What follows belongs to an exercise in optimizing a design on an open flow for small area; a production flow would make more cautious choices. At most, simulation tests tie the RTL to the original design; equivalence was not proved. No activity file was given, so power comes from the tool's default toggle rates.

==> run D <==
// reindeer_mm_timer_hub
module reindeer_mm_timer_hub
#(
    parameter int              NUM_CMP       = 8,
    parameter int              ADDR_BITS     = 16,
    parameter int              PRESCALE_BITS = 8,
    parameter int              WB_TIMEOUT    = 255,
    parameter logic [XLEN-1:0] ERR_WORD      = 32'hDEAD_BEEF
) (
    input  logic                  clk,
    input  logic                  reset_n,
    input  logic                  sync_reset,
    input  logic                  data_read_enable,
    input  logic [XLEN_BYTES-1:0] data_write_enable,
    input  logic [ADDR_BITS-1:0]  data_rw_addr,
    input  logic [XLEN-1:0]       data_write_word,
    output logic                  WB_RD_CYC_O,
    output logic                  WB_RD_STB_O,
    output logic [ADDR_BITS-1:0]  WB_RD_ADR_O,
    input  logic [XLEN-1:0]       WB_RD_DAT_I,
    input  logic                  WB_RD_ACK_I,
    output logic                  WB_WR_CYC_O,
    output logic                  WB_WR_STB_O,
    output logic                  WB_WR_WE_O,
    output logic [XLEN_BYTES-1:0] WB_WR_SEL_O,
    output logic [ADDR_BITS-1:0]  WB_WR_ADR_O,
    output logic [XLEN-1:0]       WB_WR_DAT_O,
    input  logic                  WB_WR_ACK_I,
    output logic                  enable_out,
    output logic [XLEN-1:0]       word_out,
    output logic                  write_busy,
    output logic                  bus_error,
    output logic [NUM_CMP-1:0]    timer_irq,
    output logic                  timer_triggered
);
Settings: LEC_CHECK=0, ABC_AREA=1, CAP_MARGIN=20, CORE_MARGIN=2, CORE_UTILIZATION=55, PLACE_DENSITY=0.7, SLEW_MARGIN=20; clock period 5.0 ns.
standard.sh (not shown) runs the stock make flow with config.mk's settings and CLKGATE_MAP_FILE= SYNTH_SCRIPT=/design/flow/synth_recipe.tcl, a recipe that flattens the netlist after the stock synthesis.
==> flow/flow/run.sh <==
#!/bin/bash
# Own layout flow: the standard ORFS flow (standard.sh, unchanged synthesis)
# with the combinational logic re-mapped for area after floorplan
# (flow/restructure.tcl), smaller port buffers, and a clock tree without
# dummy loads built from clkbuf_8 sink clusters.
# Each tool's full output goes to a log file in this folder; ORFS also keeps
# its per-step logs under orfs/logs/.
set -euo pipefail
here=$(pwd)
export RMP_DIR="$here/rmp"
export POST_FLOORPLAN_TCL="$here/flow/restructure.tcl"
export BUFFER_PORTS_ARGS="-buffer_cell sky130_fd_sc_hd__buf_1"
export CTS_ARGS="-sink_clustering_enable -repair_clock_nets -dont_use_dummy_load -buf_list sky130_fd_sc_hd__clkbuf_8 -sink_clustering_size 20 -sink_clustering_max_diameter 50"
bash standard.sh finish > standard_flow.log 2>&1
==> flow/flow/restructure.tcl <==
# POST_FLOORPLAN hook: re-map the combinational logic of the standard
# synthesis for area with OpenROAD's restructure (ABC). Registers are not
# touched; placement and the later repair steps fix slew and timing.
# restructure maps to every cell of the liberty file it is given, so it gets
# a copy without the cells the platform marks don't-use.
set src [lindex $::env(LIB_FILES) 0]
file mkdir $::env(RMP_DIR)
set lib $::env(RMP_DIR)/restructure_cells.lib
set dont_use {}
foreach pat $::env(DONT_USE_CELLS) { lappend dont_use $pat }
set in [open $src r]
set out [open $lib w]
set skip 0
set depth 0
while {[gets $in line] >= 0} {
  if {!$skip && [regexp {^\s*cell\s*\(\s*"?([A-Za-z0-9_]+)"?\s*\)} $line -> name]} {
    foreach pat $dont_use {
      if {[string match $pat $name]} { set skip 1; set depth 0; break }
    }
  }
  if {$skip} {
    incr depth [expr {[string length $line] - [string length [string map {"\{" ""} $line]]}]
    incr depth [expr {[string length [string map {"\}" ""} $line]] - [string length $line]}]
    if {$depth <= 0 && [string first "\}" $line] >= 0} { set skip 0 }
    continue
  }
  puts $out $line
}
close $in
close $out
puts "Area before restructure: [sta::format_area [rsz::design_area] 0]"
restructure -target area -liberty_file $lib \
  -tielo_port sky130_fd_sc_hd__conb_1/LO -tiehi_port sky130_fd_sc_hd__conb_1/HI \
  -work_dir $::env(RMP_DIR) -abc_logfile $::env(RMP_DIR)/abc.log
puts "Area after restructure: [sta::format_area [rsz::design_area] 0]"
foreach inst [get_cells *] {
  set m [get_property [get_lib_cells -of_objects $inst] name]
  foreach pat $dont_use {
    if {[string match $pat $m]} { error "restructure placed don't-use cell $m" }
  }
}
==> run R (differences from run D) <==
--- a/flow/design.v
+++ b/flow/design.v
@@ -120,31 +120,22 @@
     always_ff @(posedge clk) begin
         mtime <= mtime_d;
         for (int b = 0; b < 7; b++) ones[b] <= &mtime_d[8*b +: 8];
     end
     function automatic logic ge64(input logic [63:0] x, input logic [63:0] ny);
-        logic [7:0] g, p;
-        logic [3:0] g1, p1;
-        logic [1:0] g2, p2;
-        for (int blk = 0; blk < 8; blk++) begin
-            g[blk] = 1'b0;
-            p[blk] = 1'b1;
+        logic c, g, p;
+        c = 1'b1;
+        for (int blk = 0; blk < 64 / 8; blk++) begin
+            g = 1'b0;
+            p = 1'b1;
             for (int i = 8 * blk; i < 8 * blk + 8; i++) begin
-                g[blk] = (x[i] & ny[i]) | ((x[i] | ny[i]) & g[blk]);
-                p[blk] = p[blk] & (x[i] | ny[i]);
+                g = (x[i] & ny[i]) | ((x[i] | ny[i]) & g);
+                p = p & (x[i] | ny[i]);
             end
-        end
-        g[0] = g[0] | p[0];   
-        for (int i = 0; i < 4; i++) begin
-            g1[i] = g[2*i+1] | (p[2*i+1] & g[2*i]);
-            p1[i] = p[2*i+1] & p[2*i];
-        end
-        for (int i = 0; i < 2; i++) begin
-            g2[i] = g1[2*i+1] | (p1[2*i+1] & g1[2*i]);
-            p2[i] = p1[2*i+1] & p1[2*i];
-        end
-        ge64 = g2[1] | (p2[1] & g2[0]);
+            c = g | (p & c);
+        end
+        ge64 = c;
     endfunction
     assign wdat_clr = ~data_write_word & ~{XLEN{clr}};
     always_ff @(posedge clk) begin
         for (int j = 0; j < NW; j++) begin
             for (int b = 0; b < XLEN_BYTES; b++) begin
Settings changed: CORE_UTILIZATION 55 to 40, PLACE_DENSITY 0.7 to unset.
==> run B (differences from run D) <==
Settings changed: SETUP_SLACK_MARGIN set to 0.2.
==> qor summary <==
Outcome: run D timing/DRC/antenna clean; run B timing/DRC/antenna clean; run R complete, but fails checks
Layout check failures: run D -; run B -; run R negative setup slack
Met3 routing resource usage after global routing: run D 11.7%; run B 11.7%; run R 9.20%
Signal arrival time at the worst endpoint: run D 5.31 ns; run B 5.14 ns; run R 5.61 ns
Number of tap cells added at floorplan: run D 873; run B 873; run R 1254
CLK BUF: run D 82; run B 82; run R 92
Multi-input combinational area share: run D 31.6%; run B 31.7%; run R 31.0%
Net Sw Power: run D 3.17 mW; run B 3.17 mW; run R 3.18 mW
Final WS setup: run D 0.260 ns; run B 0.435 ns; run R -0.0155 ns
Post-Synthesis Cell Area: run D 0.0376 mm2; run B 0.0376 mm2; run R 0.0378 mm2
Data required time at the worst endpoint: run D 5.57 ns; run B 5.58 ns; run R 5.59 ns
Setup slack on the worst flop-to-flop path: run D 0.26 ns; run B 0.43 ns; run R -0.02 ns
Total length of routed met3 wires: run D 20800 um; run B 20900 um; run R 22500 um
Total clock buffers created by CTS: run D 82; run B 82; run R 92
Via count of the first global-routing pass: run D 30.4k; run B 30.4k; run R 29.5k
Post-Synth Adder-Cell Area: run D 0.699%; run B 0.699%; run R 0.695%
Count of cell types in the netlist: run D 57; run B 57; run R 70
Non-clock buffer instance count of the final layout: run D 408; run B 408; run R 450
Combinational-cell power consumption: run D 0.889 mW; run B 0.889 mW; run R 0.887 mW
Total Nets Final: run D 3499; run B 3499; run R 3614
Leakage component of the power: run D 12.9 nW; run B 12.9 nW; run R 12.8 nW
Die Height: run D 265 um; run B 265 um; run R 311 um
Met2 routed WL: run D 67600 um; run B 67700 um; run R 60900 um
For run R, only the layout was checked, not whether the RTL still works.

==> job 7833 <==
Starting RTL as in the previous note.
clock: 5.0 ns
lec_check: 0
abc_area: 1
cap_margin: 20
core_margin: 2
core_utilization: 55
place_density: 0.7
slew_margin: 20
==> flow/flow/run.sh <==
#!/bin/bash
# Own layout flow: the standard ORFS flow (standard.sh, unchanged synthesis)
# with the combinational logic re-mapped for area after floorplan
# (flow/restructure.tcl), smaller port buffers, and a clock tree without
# dummy loads built from clkbuf_8 sink clusters.
# Each tool's full output goes to a log file in this folder; ORFS also keeps
# its per-step logs under orfs/logs/.
set -euo pipefail
here=$(pwd)
export RMP_DIR="$here/rmp"
export POST_FLOORPLAN_TCL="$here/flow/restructure.tcl"
export BUFFER_PORTS_ARGS="-buffer_cell sky130_fd_sc_hd__buf_1"
export CTS_ARGS="-sink_clustering_enable -repair_clock_nets -dont_use_dummy_load -buf_list sky130_fd_sc_hd__clkbuf_8 -sink_clustering_size 26 -sink_clustering_max_diameter 50"
bash standard.sh finish > standard_flow.log 2>&1
Scripts as last shown in full above: flow/flow/restructure.tcl
==> job 1235 (differences from job 7833) <==
--- a/flow/design.v
+++ b/flow/design.v
@@ -54,15 +54,12 @@
     logic [TMO_BITS-1:0]      rd_timer, wr_timer;
     logic                     rd_done, wr_done, rd_start, rd_local;
     logic [PRESCALE_BITS-1:0] prescaler, count;
     logic                     tick;
     logic [NUM_CMP-1:0]       irq_en, cmp_hit;
-    logic [XLEN-1:0]          ncmpw [NW];   
-    logic [63:0]              mtime, mtime_inc, mtime_d;
-    logic [6:0]               ones;
-    logic [7:0]               bcin;
-    logic                     mtime_up;
+    logic [XLEN-1:0]          cmpw [NW];
+    logic [63:0]              mtime, mtime_inc;
     logic [XLEN-1:0]          local_rdata, wdat_clr;
     logic                     is_local, wr_accept, local_wr, ext_wr;
     logic                     lo_wr, hi_wr, presc_wr, irqen_wr;
     logic [4:0]               a;
     assign clr = !reset_n || sync_reset;
@@ -95,81 +92,65 @@
         end else begin
             if (presc_wr && data_write_enable[0]) prescaler <= data_write_word[PRESCALE_BITS-1:0];
             if (irqen_wr && data_write_enable[0]) irq_en    <= data_write_word[NUM_CMP-1:0];
         end
     end
-    assign mtime_up = tick && !lo_wr && !hi_wr;
-    always_comb begin
-        bcin[0] = mtime_up;
-        for (int b = 1; b < 8; b++) bcin[b] = bcin[b-1] && ones[b-1];
-        for (int b = 0; b < 8; b++) mtime_inc[8*b +: 8] = mtime[8*b +: 8] + {7'd0, bcin[b]};
+    assign mtime_inc = mtime + {63'd0, tick && !lo_wr && !hi_wr};
+    always_ff @(posedge clk) begin
         for (int b = 0; b < XLEN_BYTES; b++) begin
             if (clr)
-                mtime_d[8*b +: 8] = 8'd0;
+                mtime[8*b +: 8] <= 8'd0;
             else if (lo_wr && data_write_enable[b])
-                mtime_d[8*b +: 8] = data_write_word[8*b +: 8];
+                mtime[8*b +: 8] <= data_write_word[8*b +: 8];
             else
-                mtime_d[8*b +: 8] = mtime_inc[8*b +: 8];
+                mtime[8*b +: 8] <= mtime_inc[8*b +: 8];
             if (clr)
-                mtime_d[32+8*b +: 8] = 8'd0;
+                mtime[32+8*b +: 8] <= 8'd0;
             else if (hi_wr && data_write_enable[b])
-                mtime_d[32+8*b +: 8] = data_write_word[8*b +: 8];
+                mtime[32+8*b +: 8] <= data_write_word[8*b +: 8];
             else
-                mtime_d[32+8*b +: 8] = mtime_inc[32+8*b +: 8];
-        end
-    end
-    always_ff @(posedge clk) begin
-        mtime <= mtime_d;
-        for (int b = 0; b < 7; b++) ones[b] <= &mtime_d[8*b +: 8];
-    end
-    function automatic logic ge64(input logic [63:0] x, input logic [63:0] ny);
-        logic [7:0] g, p;
-        logic [3:0] g1, p1;
-        logic [1:0] g2, p2;
-        for (int blk = 0; blk < 8; blk++) begin
-            g[blk] = 1'b0;
-            p[blk] = 1'b1;
+                mtime[32+8*b +: 8] <= mtime_inc[32+8*b +: 8];
+        end
+    end
+    function automatic logic ge64(input logic [63:0] x, input logic [63:0] y);
+        logic c, g, p;
+        c = 1'b1;
+        for (int blk = 0; blk < 64 / 8; blk++) begin
+            g = 1'b0;
+            p = 1'b1;
             for (int i = 8 * blk; i < 8 * blk + 8; i++) begin
-                g[blk] = (x[i] & ny[i]) | ((x[i] | ny[i]) & g[blk]);
-                p[blk] = p[blk] & (x[i] | ny[i]);
+                g = (x[i] & ~y[i]) | ((x[i] | ~y[i]) & g);
+                p = p & (x[i] | ~y[i]);
             end
-        end
-        g[0] = g[0] | p[0];   
-        for (int i = 0; i < 4; i++) begin
-            g1[i] = g[2*i+1] | (p[2*i+1] & g[2*i]);
-            p1[i] = p[2*i+1] & p[2*i];
-        end
-        for (int i = 0; i < 2; i++) begin
-            g2[i] = g1[2*i+1] | (p1[2*i+1] & g1[2*i]);
-            p2[i] = p1[2*i+1] & p1[2*i];
-        end
-        ge64 = g2[1] | (p2[1] & g2[0]);
+            c = g | (p & c);
+        end
+        ge64 = c;
     endfunction
-    assign wdat_clr = ~data_write_word & ~{XLEN{clr}};
+    assign wdat_clr = data_write_word | {XLEN{clr}};
     always_ff @(posedge clk) begin
         for (int j = 0; j < NW; j++) begin
             for (int b = 0; b < XLEN_BYTES; b++) begin
                 if (clr || (local_wr && data_write_enable[b] && a == 5'(8 + j)))
-                    ncmpw[j][8*b +: 8] <= wdat_clr[8*b +: 8];
+                    cmpw[j][8*b +: 8] <= wdat_clr[8*b +: 8];
             end
         end
     end
     always_ff @(posedge clk or negedge reset_n) begin
         if (!reset_n) begin
             cmp_hit <= '0;
         end else begin
             for (int k = 0; k < NUM_CMP; k++)
-                cmp_hit[k] <= !sync_reset && ge64(mtime, {ncmpw[2*k+1], ncmpw[2*k]});
+                cmp_hit[k] <= !sync_reset && ge64(mtime, {cmpw[2*k+1], cmpw[2*k]});
         end
     end
     logic [NW-1:0] rsel_c;
     logic [4:0]    rsel_l;
     always_comb begin
         for (int j = 0; j < NW; j++) rsel_c[j] = (a == 5'(8 + j));
         for (int r = 0; r < 5; r++)  rsel_l[r] = (a == 5'(r));
         local_rdata = '0;
-        for (int j = 0; j < NW; j++) local_rdata = local_rdata | (~ncmpw[j] & {XLEN{rsel_c[j]}});
+        for (int j = 0; j < NW; j++) local_rdata = local_rdata | (cmpw[j] & {XLEN{rsel_c[j]}});
         local_rdata = local_rdata | (mtime[31:0] & {XLEN{rsel_l[0]}}) | (mtime[63:32] & {XLEN{rsel_l[1]}});
         local_rdata[PRESCALE_BITS-1:0] = local_rdata[PRESCALE_BITS-1:0] | (prescaler & {PRESCALE_BITS{rsel_l[2]}});
         local_rdata[NUM_CMP-1:0] = local_rdata[NUM_CMP-1:0] | (irq_en & {NUM_CMP{rsel_l[3]}}) | (cmp_hit & {NUM_CMP{rsel_l[4]}});
     end
     assign rd_done  = rd_busy && (WB_RD_ACK_I || rd_timer == TMO_LAST);
==> flow/flow/run.sh (replaced) <==
#!/bin/bash
# Own layout flow: the standard ORFS flow (standard.sh, unchanged synthesis)
# with smaller port buffers, a clock tree without dummy loads built from
# clkbuf_8 sink clusters.
# Each tool's full output goes to a log file in this folder; ORFS also keeps
# its per-step logs under orfs/logs/.
set -euo pipefail
export BUFFER_PORTS_ARGS="-buffer_cell sky130_fd_sc_hd__buf_1"
export CTS_ARGS="-sink_clustering_enable -repair_clock_nets -dont_use_dummy_load -buf_list sky130_fd_sc_hd__clkbuf_8 -sink_clustering_size 20 -sink_clustering_max_diameter 50"

bash standard.sh finish > standard_flow.log 2>&1
CORE_UTILIZATION = 40   (was 55)
PLACE_DENSITY = unset   (was 0.7)
removed: flow/flow/restructure.tcl
==> job 5675 (differences from job 7833) <==
--- a/flow/flow/run.sh
+++ b/flow/flow/run.sh
@@ -8,7 +8,7 @@
 set -euo pipefail
 here=$(pwd)
 export RMP_DIR="$here/rmp"
 export POST_FLOORPLAN_TCL="$here/flow/restructure.tcl"
 export BUFFER_PORTS_ARGS="-buffer_cell sky130_fd_sc_hd__buf_1"
-export CTS_ARGS="-sink_clustering_enable -repair_clock_nets -dont_use_dummy_load -buf_list sky130_fd_sc_hd__clkbuf_8 -sink_clustering_size 26 -sink_clustering_max_diameter 50"
+export CTS_ARGS="-sink_clustering_enable -repair_clock_nets -dont_use_dummy_load -buf_list sky130_fd_sc_hd__clkbuf_8 -sink_clustering_size 20 -sink_clustering_max_diameter 50"
 bash standard.sh finish > standard_flow.log 2>&1
GPL_TIMING_DRIVEN = 0   (was unset)
==> summary of the runs <==
Job 1235 completed with no timing, DRC or antenna violations. Job 7833 finished with timing, DRC and antenna clean. Job 5675 finished but fails on negative setup slack. Non-clock buffer count, lowest first: job 5675, job 7833, job 1235. In sequential power, job 7833 and job 5675 hardly differ. In area after synthesis, job 1235 and job 7833 hardly differ. The highest sequential share of layout area belongs to job 5675, the lowest to job 1235. Core utilization, highest first: job 7833, job 5675, job 1235. Of job 5675 and job 1235, job 1235 has the higher setup slack (gap 990 ps). Between job 1235 and job 7833, the lower power is in job 7833 (gap about 3%, measured against job 7833). Of job 5675 and job 1235, job 1235 has the higher clock skew (gap 36 ps). Critical path depth, highest first: job 1235, job 5675, job 7833. Register-to-register slack, highest first: job 1235, job 7833, job 5675. Between job 5675 and job 7833, the lower global-route usage is in job 5675 (gap 2.7 points).

## separate check: timing with driven ports
The flow's constraints put no driver on any port. The routed layouts listed below were extracted and timed again, unchanged, in two steps.
Step 1: set_driving_cell puts a clkbuf_16 on clk and a buf_2 on each other input, an assumption about the parent block.
Step 2 adds t to the input delays and takes it off the output delays; t is the mean of the earliest and latest rising clock arrival at the registers after step 1. Input paths then give back, and output paths get back, about the clock's delay inside the block.
a / b / c = no drivers / after step 1 / after step 2; a / b = the first two.
run	t, ns	slack for setup (ns)	hold WS [ns]	worst data-port slew with drivers (ns)	cell pins on the clock port's net
run D	0.756	0.260 / 0.260 / -0.316	0.467 / 0.451 / 0.467	0.05	1
run R	0.789	-0.015 / -0.015 / -0.325	0.412 / 0.370 / 0.464	0.13	1
run B	0.760	0.435 / 0.435 / -0.202	0.468 / 0.443 / 0.468	0.05	1
job 7833	0.756	0.260 / 0.260 / -0.316	0.467 / 0.451 / 0.467	0.05	1
job 1235	0.814	0.779 / 0.779 / 0.277	0.445 / 0.394 / 0.466	0.07	1
job 5675	0.768	-0.206 / -0.206 / -0.539	0.345 / 0.309 / 0.456	0.06	1
Met with ideal ports but missed after step 2: setup timing in run D, run B and job 7833. The setup slack of run B, which loses most, moves by 0.000 ns with the drivers and by -0.637 ns with both steps.
